Context: an optimization exercise on an open-source flow, tuned for small area, a short achievable clock period and few clock cycles per item. The choices shown serve that exercise and are no tape-out recipe. In this exercise RTL edits were held to simulation tests only and were not proved equivalent to the original.

--- flow/run.sh ---
#!/bin/bash
# synth_recipe.tcl (not shown) runs the flow's synth.tcl, then flattens the netlist and writes it again
# the make line also repeats each setting of config.mk as NAME=value (left out here)
make -C /OpenROAD-flow-scripts/flow DESIGN_CONFIG=/design/flow/config.mk WORK_HOME=/design/flow/orfs CLKGATE_MAP_FILE= SYNTH_SCRIPT=/design/flow/synth_recipe.tcl finish
--- flow/config.mk ---
export PLATFORM = sky130hd
export DESIGN_NAME = matrix_op_engine
export DESIGN_NICKNAME = matrix_op_engine
export VERILOG_FILES = /design/flow/design.v
export SDC_FILE = /design/flow/constraint.sdc
export NUM_CORES = 4
export LEC_CHECK = 0
export CAP_MARGIN = 20
export CORE_MARGIN = 2
export CORE_UTILIZATION = 40
export SLEW_MARGIN = 20
--- flow/constraint.sdc ---
create_clock -name core_clock -period 10.0 [get_ports {clk}]
set_input_delay 2.0000 -clock core_clock [delete_from_list [all_inputs] [get_ports {clk}]]
set_output_delay 2.0000 -clock core_clock [all_outputs]
set_load 0.01 [all_outputs]
--- flow/design.v ---
module matrix_op_engine #(
  parameter int DW      = 32,
  parameter int AW      = 8,
  parameter int MAX_DIM = 5,
  parameter int A_BASE  = 0,
  parameter int B_BASE  = 32,
  parameter int C_BASE  = 64
) (
  input  logic                clk,
  input  logic                rst_n,
  input  logic                start,
  input  logic [2:0]          op,
  input  logic [DW-1:0]       scalar,
  output logic                busy,
  output logic                done,
  output logic                err,
  output logic [31:0]         cycle_cnt,
  output logic                mem_we,
  output logic [AW-1:0]       mem_addr,
  output logic [DW-1:0]       mem_wdata,
  input  logic [DW-1:0]       mem_rdata
);
  localparam int REGION = MAX_DIM * MAX_DIM + 2;
  localparam int IW     = $clog2(MAX_DIM + 1);
  localparam int SPACE  = 2 ** AW;
  localparam logic [2:0] OP_TRANS  = 3'd0;
  localparam logic [2:0] OP_ADD    = 3'd1;
  localparam logic [2:0] OP_SCALAR = 3'd2;
  localparam logic [2:0] OP_MULT   = 3'd3;
  localparam logic [2:0] OP_CONV   = 3'd4;
  localparam bit AB_OK = (A_BASE + REGION <= B_BASE) || (B_BASE + REGION <= A_BASE);
  localparam bit AC_OK = (A_BASE + REGION <= C_BASE) || (C_BASE + REGION <= A_BASE);
  localparam bit BC_OK = (B_BASE + REGION <= C_BASE) || (C_BASE + REGION <= B_BASE);
  localparam bit FIT_OK = (A_BASE >= 0) && (B_BASE >= 0) && (C_BASE >= 0) &&
                          (A_BASE + REGION <= SPACE) && (B_BASE + REGION <= SPACE) &&
                          (C_BASE + REGION <= SPACE);
  if (!(AB_OK && AC_OK && BC_OK && FIT_OK)) begin : g_region_check
    $error("matrix_op_engine: matrix regions overlap or exceed the address space");
  end
  typedef enum logic [3:0] {
    S_IDLE,
    S_HDR,
    S_CHECK,
    S_WDIM,
    S_FETCH_A,
    S_FETCH_B,
    S_WRITE,
    S_DONE
  } state_t;
  state_t        state_q, state_d;
  logic          phase_q, phase_d;
  logic [1:0]    hdr_idx_q, hdr_idx_d;
  logic [2:0]    op_q, op_d;
  logic [DW-1:0] scalar_q, scalar_d;
  logic [DW-1:0] a_rows_q, a_rows_d, a_cols_q, a_cols_d;
  logic [DW-1:0] b_rows_q, b_rows_d, b_cols_q, b_cols_d;
  logic [IW-1:0] i_q, i_d, j_q, j_d, u_q, u_d, v_q, v_d;
  logic [DW-1:0] acc_q, acc_d, a_hold_q, a_hold_d;
  logic [31:0]   run_cnt_q, run_cnt_d, cycle_cnt_q, cycle_cnt_d;
  logic          busy_q, busy_d, done_q, done_d, err_q, err_d;
  logic          mem_we_q, mem_we_d;
  logic [AW-1:0] mem_addr_q, mem_addr_d;
  logic [DW-1:0] mem_wdata_q, mem_wdata_d;
  logic [IW-1:0] am, an, bm, bn, c_rows, c_cols;
  logic [IW-1:0] i_nx, j_nx, u_nx, v_nx;
  logic          last_inner, last_elem, dims_bad;
  logic [DW-1:0] prod, sum, scaled;
  function automatic logic dim_ok(input logic [DW-1:0] x);
    dim_ok = (x != '0) && (x <= DW'(MAX_DIM));
  endfunction
  function automatic logic [AW-1:0] a_addr(input logic [2:0] o, input logic [IW-1:0] ii,
                                           input logic [IW-1:0] jj, input logic [IW-1:0] uu,
                                           input logic [IW-1:0] vv, input logic [IW-1:0] ncols);
    int r, c;
    case (o)
      OP_TRANS: begin r = jj; c = ii; end
      OP_MULT:  begin r = ii; c = uu; end
      OP_CONV:  begin r = ii + uu; c = jj + vv; end
      default:  begin r = ii; c = jj; end
    endcase
    a_addr = AW'(A_BASE + 2 + r * ncols + c);
  endfunction
  function automatic logic [AW-1:0] b_addr(input logic [2:0] o, input logic [IW-1:0] ii,
                                           input logic [IW-1:0] jj, input logic [IW-1:0] uu,
                                           input logic [IW-1:0] vv, input logic [IW-1:0] ncols);
    int r, c;
    case (o)
      OP_MULT: begin r = uu; c = jj; end
      OP_CONV: begin r = uu; c = vv; end
      default: begin r = ii; c = jj; end
    endcase
    b_addr = AW'(B_BASE + 2 + r * ncols + c);
  endfunction
  function automatic logic [AW-1:0] c_addr(input logic [IW-1:0] ii, input logic [IW-1:0] jj,
                                           input logic [IW-1:0] ncols);
    c_addr = AW'(C_BASE + 2 + ii * ncols + jj);
  endfunction
  always_comb begin
    am = a_rows_q[IW-1:0];
    an = a_cols_q[IW-1:0];
    bm = b_rows_q[IW-1:0];
    bn = b_cols_q[IW-1:0];
    case (op_q)
      OP_TRANS: begin c_rows = an; c_cols = am; end
      OP_MULT:  begin c_rows = am; c_cols = bn; end
      OP_CONV:  begin c_rows = am - bm + IW'(1); c_cols = an - bn + IW'(1); end
      default:  begin c_rows = am; c_cols = an; end
    endcase
    case (op_q)
      OP_TRANS, OP_SCALAR: dims_bad = !(dim_ok(a_rows_q) && dim_ok(a_cols_q));
      OP_ADD:  dims_bad = !(dim_ok(a_rows_q) && dim_ok(a_cols_q) && dim_ok(b_rows_q) &&
                            dim_ok(b_cols_q) && (a_rows_q == b_rows_q) && (a_cols_q == b_cols_q));
      OP_MULT: dims_bad = !(dim_ok(a_rows_q) && dim_ok(a_cols_q) && dim_ok(b_rows_q) &&
                            dim_ok(b_cols_q) && (a_cols_q == b_rows_q));
      OP_CONV: dims_bad = !(dim_ok(a_rows_q) && dim_ok(a_cols_q) && dim_ok(b_rows_q) &&
                            dim_ok(b_cols_q) && (b_rows_q <= a_rows_q) && (b_cols_q <= a_cols_q));
      default: dims_bad = 1'b1;
    endcase
    last_elem = (i_q == c_rows - IW'(1)) && (j_q == c_cols - IW'(1));
    if (j_q == c_cols - IW'(1)) begin
      i_nx = i_q + IW'(1);
      j_nx = '0;
    end else begin
      i_nx = i_q;
      j_nx = j_q + IW'(1);
    end
    if (op_q == OP_CONV) begin
      last_inner = (u_q == bm - IW'(1)) && (v_q == bn - IW'(1));
      if (v_q == bn - IW'(1)) begin
        u_nx = u_q + IW'(1);
        v_nx = '0;
      end else begin
        u_nx = u_q;
        v_nx = v_q + IW'(1);
      end
    end else begin
      last_inner = (u_q == an - IW'(1));
      u_nx = u_q + IW'(1);
      v_nx = '0;
    end
    prod   = a_hold_q * mem_rdata;
    sum    = acc_q + prod;
    scaled = mem_rdata * scalar_q;
  end
  always_comb begin
    state_d     = state_q;
    phase_d     = phase_q;
    hdr_idx_d   = hdr_idx_q;
    op_d        = op_q;
    scalar_d    = scalar_q;
    a_rows_d    = a_rows_q;
    a_cols_d    = a_cols_q;
    b_rows_d    = b_rows_q;
    b_cols_d    = b_cols_q;
    i_d         = i_q;
    j_d         = j_q;
    u_d         = u_q;
    v_d         = v_q;
    acc_d       = acc_q;
    a_hold_d    = a_hold_q;
    run_cnt_d   = (state_q == S_IDLE) ? run_cnt_q : run_cnt_q + 32'd1;
    cycle_cnt_d = cycle_cnt_q;
    busy_d      = busy_q;
    done_d      = 1'b0;
    err_d       = err_q;
    mem_we_d    = 1'b0;
    mem_addr_d  = mem_addr_q;
    mem_wdata_d = mem_wdata_q;
    case (state_q)
      S_IDLE: begin
        if (start) begin
          state_d    = S_HDR;
          phase_d    = 1'b0;
          hdr_idx_d  = 2'd0;
          op_d       = op;
          scalar_d   = scalar;
          err_d      = 1'b0;
          busy_d     = 1'b1;
          run_cnt_d  = 32'd1;
          mem_addr_d = AW'(A_BASE);
        end
      end
      S_HDR: begin
        if (!phase_q) begin
          phase_d = 1'b1;
        end else begin
          phase_d   = 1'b0;
          hdr_idx_d = hdr_idx_q + 2'd1;
          case (hdr_idx_q)
            2'd0: begin a_rows_d = mem_rdata; mem_addr_d = AW'(A_BASE + 1); end
            2'd1: begin a_cols_d = mem_rdata; mem_addr_d = AW'(B_BASE); end
            2'd2: begin b_rows_d = mem_rdata; mem_addr_d = AW'(B_BASE + 1); end
            default: begin b_cols_d = mem_rdata; state_d = S_CHECK; end
          endcase
        end
      end
      S_CHECK: begin
        if (dims_bad) begin
          state_d     = S_DONE;
          err_d       = 1'b1;
          done_d      = 1'b1;
          busy_d      = 1'b0;
          cycle_cnt_d = run_cnt_q + 32'd1;
        end else begin
          state_d     = S_WDIM;
          phase_d     = 1'b0;
          mem_we_d    = 1'b1;
          mem_addr_d  = AW'(C_BASE);
          mem_wdata_d = DW'(c_rows);
        end
      end
      S_WDIM: begin
        if (!phase_q) begin
          phase_d     = 1'b1;
          mem_we_d    = 1'b1;
          mem_addr_d  = AW'(C_BASE + 1);
          mem_wdata_d = DW'(c_cols);
        end else begin
          state_d    = S_FETCH_A;
          phase_d    = 1'b0;
          i_d        = '0;
          j_d        = '0;
          u_d        = '0;
          v_d        = '0;
          acc_d      = '0;
          mem_addr_d = a_addr(op_q, '0, '0, '0, '0, an);
        end
      end
      S_FETCH_A: begin
        if (!phase_q) begin
          phase_d = 1'b1;
        end else begin
          phase_d = 1'b0;
          if (op_q == OP_TRANS || op_q == OP_SCALAR) begin
            state_d     = S_WRITE;
            mem_we_d    = 1'b1;
            mem_addr_d  = c_addr(i_q, j_q, c_cols);
            mem_wdata_d = (op_q == OP_SCALAR) ? scaled : mem_rdata;
          end else begin
            state_d    = S_FETCH_B;
            a_hold_d   = mem_rdata;
            mem_addr_d = b_addr(op_q, i_q, j_q, u_q, v_q, bn);
          end
        end
      end
      S_FETCH_B: begin
        if (!phase_q) begin
          phase_d = 1'b1;
        end else begin
          phase_d = 1'b0;
          if (op_q == OP_ADD) begin
            state_d     = S_WRITE;
            mem_we_d    = 1'b1;
            mem_addr_d  = c_addr(i_q, j_q, c_cols);
            mem_wdata_d = a_hold_q + mem_rdata;
          end else if (last_inner) begin
            state_d     = S_WRITE;
            mem_we_d    = 1'b1;
            mem_addr_d  = c_addr(i_q, j_q, c_cols);
            mem_wdata_d = sum;
          end else begin
            state_d    = S_FETCH_A;
            acc_d      = sum;
            u_d        = u_nx;
            v_d        = v_nx;
            mem_addr_d = a_addr(op_q, i_q, j_q, u_nx, v_nx, an);
          end
        end
      end
      S_WRITE: begin
        if (last_elem) begin
          state_d     = S_DONE;
          done_d      = 1'b1;
          busy_d      = 1'b0;
          cycle_cnt_d = run_cnt_q + 32'd1;
        end else begin
          state_d    = S_FETCH_A;
          phase_d    = 1'b0;
          i_d        = i_nx;
          j_d        = j_nx;
          u_d        = '0;
          v_d        = '0;
          acc_d      = '0;
          mem_addr_d = a_addr(op_q, i_nx, j_nx, '0, '0, an);
        end
      end
      S_DONE: begin
        state_d = S_IDLE;
      end
      default: begin
        state_d = S_IDLE;
        busy_d  = 1'b0;
      end
    endcase
  end
  always_ff @(posedge clk or negedge rst_n) begin
    if (!rst_n) begin
      state_q     <= S_IDLE;
      phase_q     <= 1'b0;
      hdr_idx_q   <= 2'd0;
      op_q        <= 3'd0;
      scalar_q    <= '0;
      a_rows_q    <= '0;
      a_cols_q    <= '0;
      b_rows_q    <= '0;
      b_cols_q    <= '0;
      i_q         <= '0;
      j_q         <= '0;
      u_q         <= '0;
      v_q         <= '0;
      acc_q       <= '0;
      a_hold_q    <= '0;
      run_cnt_q   <= '0;
      cycle_cnt_q <= '0;
      busy_q      <= 1'b0;
      done_q      <= 1'b0;
      err_q       <= 1'b0;
      mem_we_q    <= 1'b0;
      mem_addr_q  <= '0;
      mem_wdata_q <= '0;
    end else begin
      state_q     <= state_d;
      phase_q     <= phase_d;
      hdr_idx_q   <= hdr_idx_d;
      op_q        <= op_d;
      scalar_q    <= scalar_d;
      a_rows_q    <= a_rows_d;
      a_cols_q    <= a_cols_d;
      b_rows_q    <= b_rows_d;
      b_cols_q    <= b_cols_d;
      i_q         <= i_d;
      j_q         <= j_d;
      u_q         <= u_d;
      v_q         <= v_d;
      acc_q       <= acc_d;
      a_hold_q    <= a_hold_d;
      run_cnt_q   <= run_cnt_d;
      cycle_cnt_q <= cycle_cnt_d;
      busy_q      <= busy_d;
      done_q      <= done_d;
      err_q       <= err_d;
      mem_we_q    <= mem_we_d;
      mem_addr_q  <= mem_addr_d;
      mem_wdata_q <= mem_wdata_d;
    end
  end
  assign busy          = busy_q;
  assign done          = done_q;
  assign err           = err_q;
  assign cycle_cnt     = cycle_cnt_q;
  assign mem_we    = mem_we_q;
  assign mem_addr  = mem_addr_q;
  assign mem_wdata = mem_wdata_q;
endmodule
==> impl_metrics.tcl <==
set metrics [dict create \
    status "no timing/DRC/antenna violations" \
    period_needed_ns 9.36 \
    drtIter0Drc 3371 \
    synth_top_area_share_pct 32.0 \
    reg2regPathDepth 26 \
    drv_slew 0 \
    worstSetupPathType "in -> reg" \
    cts_buffers 42 \
    finish.net_count 7247 \
    postCtsSetupRepairBufs 0 \
    critical_path.max_fanout 19 \
    dp_slack_ns 0.241 \
    setup.worst_path.start_class "primary input" \
    grt_max_degree 128 \
    hold_class "reg -> reg" \
    drcViolationCount 0 \
    num_rows 135 \
    drtAntennaViolNets 0 \
    grt_pass1_vias 44200 \
    regToRegSetupSlack_ns 1.46 \
    stdcell_area_mm2 0.0593 \
    critical_path_arrival_ns 9.86 \
    core-area_mm2 0.135 \
    dpl.hpwl_um 135000 \
    whs_endpoint "mem_wdata_q[1]" \
    r2r-end "mem_wdata_q[29]" \
    syn-instance-count 5908 \
    io_buffers 145 \
    hp-start "mem_wdata_q[1]" \
    grt_usage_pct 25.4 \
    yosys_warnings 1 \
    async_flop_share_pct 100 \
    cts_resized 0 \
    cts-root-buf "clkbuf_16" \
    synthesis.nets 7252 \
    max_slew_margin_pct 27.0 \
    rsz0062_at_grt "false" \
    grt_overflow_total 0 \
    clk_path_buf_depth 3 \
    via_per_inst 5.39 \
    via_count 41600 \
    fin_ws_ns 0.641 \
    postSynthAreaPerCell_um2 9.20 \
    min_path_cells 2 \
    wl_um 174000 \
    cts_hold_buf 0 \
    final-setup-viol-count 0 \
    tightest_slew_ns 1.09 \
    wl_per_cell_um 22.5 \
    syn_area_mm2 0.0544 \
    fin_setup_tns_ns 0 \
    synth_seq_cells 353 \
    cts_tree "done" \
    area_delta_synth_final_pct 9.09 \
    synth_area_leaders "fa_1, dfrtp_1, ha_1" \
    r2r_start "a_hold_q[7]" \
    cap_viol_max_count 0 \
    clk_pin_slew_ns 0.06 \
    critPathRequiredTime_ns 10.50 \
    synthDistinctLibCells 77 \
    skew_ns 0.0333 \
    postPlaceCellArea_mm2 0.0579 \
    dr.pass1.iters 7 \
    synth_edf_count 0 \
    layout-drive-gt1-share_pct 7.34 \
    initial_core_util_pct 40.2 \
    synth-seq-area-share_pct 16.2 \
    place_congestion 0.940 \
    fin_crit_sh_pct 93.6 \
    ys.flop_type "dfrtp_1" \
    max_freq_ghz 0.107 \
    cts_sinks 353 \
    io_pins 146 \
    dieArea_mm2 0.139 \
    grt_pass1_wl_um 271000 \
    yosysTopAreaCell "fa_1" \
    die_h_um 373 \
    htreeDepth 2 \
    antenna_found_initial 20 \
    end_kind "flop" \
    die_w_um 373 \
    hold_violations 0 \
    clk_latency_ns 0.62 \
]
## worst max-delay path, stage by stage
cell and delay, ns:
buf_2 0.44, buf_4 0.31, nand2_1 0.10, fa_1 0.54
inv_1 0.05, fa_1 0.51, inv_1 0.06, fa_1 0.48
fa_1 0.49, inv_1 0.05, ha_1 0.27, ha_1 0.28
fa_1 0.48, inv_1 0.05, fa_1 0.47, inv_1 0.05
ha_1 0.36, and3_1 0.21, nand2_1 0.16, a211oi_1 0.69
o211ai_1 0.34, a211oi_1 0.37, o21a_1 0.16, nor3_1 0.04
or2_2 0.32, mux2_2 0.31, o21ai_0 0.20
## final cells by class
cell class	instances	area [um2]
Clock inverter	26	274
Clock buffer	52	1180
Timing Repair Buffer	275	2450
Multi-Input combinational cell	4236	40600
Sequential cell	353	8840
Fill cell	13200	75800
Tap cell	1781	2230
Antenna cell	2	5.00
Inverter	995	3730
## Yosys cell counts, types with 20 or more instances
cell,number
o21ai_0,209
a21o_1,53
dfrtp_1,353
fa_1,868
a21oi_1,147
nor4_1,42
and3_1,24
buf_1,27
a211oi_1,22
nor2_1,139
nand4_1,31
nand2_1,770
mux2_2,173
inv_1,995
nand3_1,30
o211ai_1,20
ha_1,406
nor3_1,38
a31oi_1,22
xnor2_1,230
xor2_1,73
o21a_1,22
a22o_1,35
and2_1,642
mux2i_1,23
o31ai_1,24
clkbuf_1,286
## layer usage
metal / GRT usage (%) / wire length (um) / vias to the layer above
met1: 35.8 / 76200 / 21500
met3: 3.41 / 12300 / 258
li1: - / - / 18400
met4: 7.39 / 5490 / 12
met2: 40.8 / 80000 / 1455
met5: 0 / 79 / -
## how the worst max path moves through the flow
stage | startpoint | slack [ns] | endpoint | depth (start not counted)
after floorplan | mem_rdata[0] | 1.06 | mem_wdata_q[30] | 26
after global placement | mem_rdata[5] | 0.31 | mem_wdata_q[29] | 27
after detailed placement | mem_rdata[5] | 0.24 | mem_wdata_q[29] | 27
after CTS | mem_rdata[5] | 0.81 | mem_wdata_q[29] | 27
after global routing | mem_rdata[5] | 0.41 | mem_wdata_q[29] | 27
final | mem_rdata[5] | 0.64 | mem_wdata_q[29] | 27
## registers in the layout, indices dropped and copies added (netlist names), 8 cells and up
name         count
scalar_q        32
run_cnt_q       32
b_rows_q        32
a_cols_q        32
mem_addr_q       8
mem_wdata_q     32
b_cols_q        32
acc_q           32
a_rows_q        32
cycle_cnt_q     32
a_hold_q        32
## per-stage QoR
step / utilization (%) / instances / hold slack (ns)
detailed placement: 42.8 / 7640 / 0.472
finish: 43.9 / 7720 / 0.485
global placement: 42.8 / 7640 / 0.465
floorplan: - / 5908 / 0.446
CTS: 43.9 / 7718 / 0.489
global route: 43.9 / 7718 / 0.503
## placed cells by master (no fill, tap or decap), types with 121 or more instances in the layout
| cell | n |
|---|---|
| xnor2_1 | 230 |
| nand2_1 | 768 |
| fa_1 | 868 |
| and2_1 | 641 |
| o21ai_0 | 209 |
| ha_1 | 406 |
| mux2_2 | 173 |
| dfrtp_1 | 351 |
| a21oi_1 | 147 |
| inv_1 | 995 |
| nor2_1 | 138 |
| clkdlybuf4s50_1 | 125 |
| buf_4 | 121 |
## cells by family (layout without fill, tap and decap cells)
kind of cell	Yosys count	count (layout)	share of synthesized area, %
mux	200	200	4.09
xor+xnor	306	306	5.01
flops	353	353	16.2
compound gates	663	663	7.79
simple gates	1793	1793	16.4
fa+ha+maj	1274	1274	41.3
buf+inv	1319	1348	9.14
other cells	0	2	0
Testbench counts, summed over its fixed seeds: cycles 31,253, ops 480.

==> separate check: timing with driven ports <==
The flow's constraints put no driver on any port. The routed layout listed below was extracted and timed again, unchanged, in two steps. Step 1 (the two cells are an assumption about what drives the block):
set clk [get_ports {clk}]
set_driving_cell -lib_cell sky130_fd_sc_hd__clkbuf_16 $clk
set_driving_cell -lib_cell sky130_fd_sc_hd__buf_2 [delete_from_list [all_inputs] $clk]
Step 2 adds t to the input delays and takes it off the output delays; t is the mean of the earliest and latest rising clock arrival at the registers after step 1. Input paths then give back, and output paths get back, about the clock's delay inside the block. Slacks: ideal ports / drivers / drivers and shift; pairs: ideal ports / drivers.
shift t [ns]: 0.669
setup slack, ns: 0.641 / 0.676 / 0.007
slew at the worst register clock pin (ns): 0.07 / 0.07
After both steps setup and hold are still met in this run. The setup slack of this run moves by +0.035 ns with the drivers and by -0.634 ns with both steps.
